Source: an optimization exercise on an open RTL-to-GDS flow (aim: small area). Production flows keep margins and buffers that such runs may drop. Only simulation tests tie the RTL to the original design; equivalence was not proved. Power figures rest on the tool's default switching activity, not on a simulated workload.

north:
Design regfile_mp, start of the top module:
module regfile_mp #(
  parameter int DATA_W   = rf_pkg::RF_DATA_W,
  parameter int ADDR_W   = rf_pkg::RF_ADDR_W,
  parameter int N_RD     = 2,
  parameter int ZERO_REG = 1,
  parameter int BYPASS   = 1
) (
  input  logic                     clk,
  input  logic                     rst_n,
  input  logic                     RegWrite,
  input  logic [ADDR_W-1:0]        write_address,
  input  logic [DATA_W-1:0]        write_data,
  input  logic [N_RD*ADDR_W-1:0]   read_sel,
  output logic [N_RD*DATA_W-1:0]   read_data,
  input  logic                     rsv_en,
  input  logic [ADDR_W-1:0]        rsv_addr,
  output logic [N_RD-1:0]          read_pend,
  input  logic                     clr_req,
  output logic                     busy
);
  localparam int DEPTH = 2**ADDR_W;
  localparam int LO    = (ZERO_REG != 0) ? 1 : 0;
  logic [DEPTH-1:0][DATA_W-1:0] regs, regs_nxt;
  logic [DEPTH-1:0]  valid;
  logic [DEPTH-1:0]  pend;
  logic              state;
  logic [ADDR_W-1:0] cnt;
  logic              wr_en;
  logic [DEPTH-1:0]  wr_hit, wr_hold, rsv_hit, clr_hit, rd_ok;
  assign busy   = state;
  assign wr_en  = RegWrite && !busy;
  always_ff @(posedge clk or negedge rst_n) begin
    if (!rst_n) begin
      state <= 1'b0;
      cnt   <= '0;
    end else begin
      state <= busy ? (cnt != {ADDR_W{1'b1}}) : clr_req;
      cnt   <= busy ? cnt + 1'b1 : '0;
    end
  end
  always_comb begin
    for (int i = 0; i < DEPTH; i++) begin
      wr_hit[i]  = wr_en && (write_address == ADDR_W'(i)) && (i >= LO);
      wr_hold[i] = !wr_hit[i];
      rsv_hit[i] = rsv_en && !busy && (rsv_addr == ADDR_W'(i));
      clr_hit[i] = busy && (cnt == ADDR_W'(i));
      rd_ok[i]   = valid[i] && !wr_hit[i] && (i >= LO);
    end
  end
  always_ff @(posedge clk or negedge rst_n) begin
    if (!rst_n) begin
      valid <= '0;
      pend  <= '0;
    end else begin
      for (int i = LO; i < DEPTH; i++) begin
        valid[i] <= (valid[i] | wr_hit[i]) & !clr_hit[i];
        pend[i]  <= (rsv_hit[i] | (pend[i] & !wr_hit[i])) & !clr_hit[i];
      end
    end
  end
  for (genvar i = 0; i < DEPTH; i++) begin : g_row
    if (i < LO) begin : g_none
  ...
For scale: roughly 3,600 cells after synthesis, roughly 42,000 µm² of cells after synthesis.
export LEC_CHECK = 0
export CAP_MARGIN = 20
export CORE_MARGIN = 2
export CORE_UTILIZATION = 50
export SETUP_SLACK_MARGIN = 0.4
export SLEW_MARGIN = 20
export SYNTH_HIERARCHICAL = 1
create_clock -name core_clock -period 7.0 [get_ports {clk}]
standard.sh (not shown) runs the stock make flow with config.mk's settings and CLKGATE_MAP_FILE= SYNTH_SCRIPT=/design/flow/synth_recipe.tcl, a recipe that flattens the netlist after the stock synthesis.
==> flow/flow/run.sh <==
#!/bin/bash
# Layout flow: the standard ORFS flow (standard.sh: unchanged synthesis,
# floorplan, power grid and tap cells, placement, routing), with two changes:
#  - each port gets a buffer of the smallest buffer cell (buf_1) instead of
#    the delay cell the resizer picks by default;
#  - the clock tree is built without dummy loads, from clkbuf_16 sink buffers
#    (up to 26 flops each, within 60 um) under a small clkbuf_4/clkbuf_8 tree,
#    which keeps every flop's clock slew in bounds with far fewer buffers.
# Each tool's full output goes to the ORFS logs under orfs/logs/ and the make
# output to standard.log.
set -euo pipefail
export BUFFER_PORTS_ARGS="-buffer_cell sky130_fd_sc_hd__buf_1"
export CTS_ARGS="-sink_clustering_enable -repair_clock_nets -dont_use_dummy_load -sink_clustering_size 26 -sink_clustering_max_diameter 60 -sink_clustering_buffer sky130_fd_sc_hd__clkbuf_16 -tree_buf sky130_fd_sc_hd__clkbuf_4 -root_buf sky130_fd_sc_hd__clkbuf_8 -buf_list {sky130_fd_sc_hd__clkbuf_4 sky130_fd_sc_hd__clkbuf_16}"
bash standard.sh finish > standard.log 2>&1
What south does differently from north at the input level:
# north
export LEC_CHECK = 0
export CAP_MARGIN = 20
export CORE_MARGIN = 2
export CORE_UTILIZATION = 50
export SETUP_SLACK_MARGIN = 0.4
export SLEW_MARGIN = 20
export SYNTH_HIERARCHICAL = 1
create_clock -name core_clock -period 7.0 [get_ports {clk}]
# south
export LEC_CHECK = 0
export CAP_MARGIN = 5
export CORE_MARGIN = 2
export CORE_UTILIZATION = 50
export SETUP_SLACK_MARGIN = 0.3
export SLEW_MARGIN = 5
export SYNTH_HIERARCHICAL = 1
create_clock -name core_clock -period 7.0 [get_ports {clk}]
==> flow/flow/run.sh <==
#!/bin/bash
# Layout flow: the standard ORFS flow (standard.sh, unchanged synthesis,
# floorplan, power grid and tap cells), with two changes:
#  - each port gets a buffer of the smallest buffer cell (buf_1) instead of
#    the delay cell the resizer picks by default;
#  - the clock tree is built without dummy loads and with larger sink
#    clusters (clkbuf_8 leaf buffers, up to 20 flops each), which keeps the
#    flop clock slews in bounds with far fewer buffers.
set -euo pipefail
export BUFFER_PORTS_ARGS="-buffer_cell sky130_fd_sc_hd__buf_1"
export CTS_ARGS="-sink_clustering_enable -repair_clock_nets -dont_use_dummy_load -sink_clustering_size 20 -sink_clustering_max_diameter 50 -buf_list sky130_fd_sc_hd__clkbuf_8"
bash standard.sh finish > standard.log 2>&1
Results
Initial antenna violation count, north and south: larger value in north
Setup WNS north -> south: better
On post-route fraction of the period consumed by the critical path, the lower figure sits with south, not north.
Sort north and south by proportion of power drawn by flip-flops and latches, descending, and south comes first.
Static power due to leakage (south vs. north) decreases slightly
For area after synthesis, south and north come out practically identical.
On overall power after layout, the lower figure sits with south, not north.
Routed wire length on met2: north vs south, no meaningful difference
Summary of the comparison: layout-stage area growth over the synthesis result is lower in south, relative to north.

[re-timing with driven ports]
Ports are ideal in the flow. The routed layouts listed here were re-timed in OpenROAD. Step 1: set_driving_cell puts a clkbuf_16 on clk and a buf_2 on each other input, an assumption about the parent block. Step 2 also shifts input and output timing later by t, the mid clock arrival at the registers, as if the neighbouring blocks saw the same clock. a / b / c = no drivers / after step 1 / after step 2; a / b = the first two.
| run | t (ns) | setup WS [ns] | hold slack, ns | worst slew at a driven data input, ns |
|---|---|---|---|---|
| north | 0.826 | 0.446 / 0.420 / 0.420 | 0.481 / 0.481 / 0.481 | 0.14 |
| south | 0.841 | 0.458 / 0.433 / 0.433 | 0.483 / 0.483 / 0.483 | 0.15 |
After both steps setup and hold are still met in every run listed. For north, which loses most, drivers alone change the setup slack by -0.026 ns; drivers and shift together by -0.026 ns.
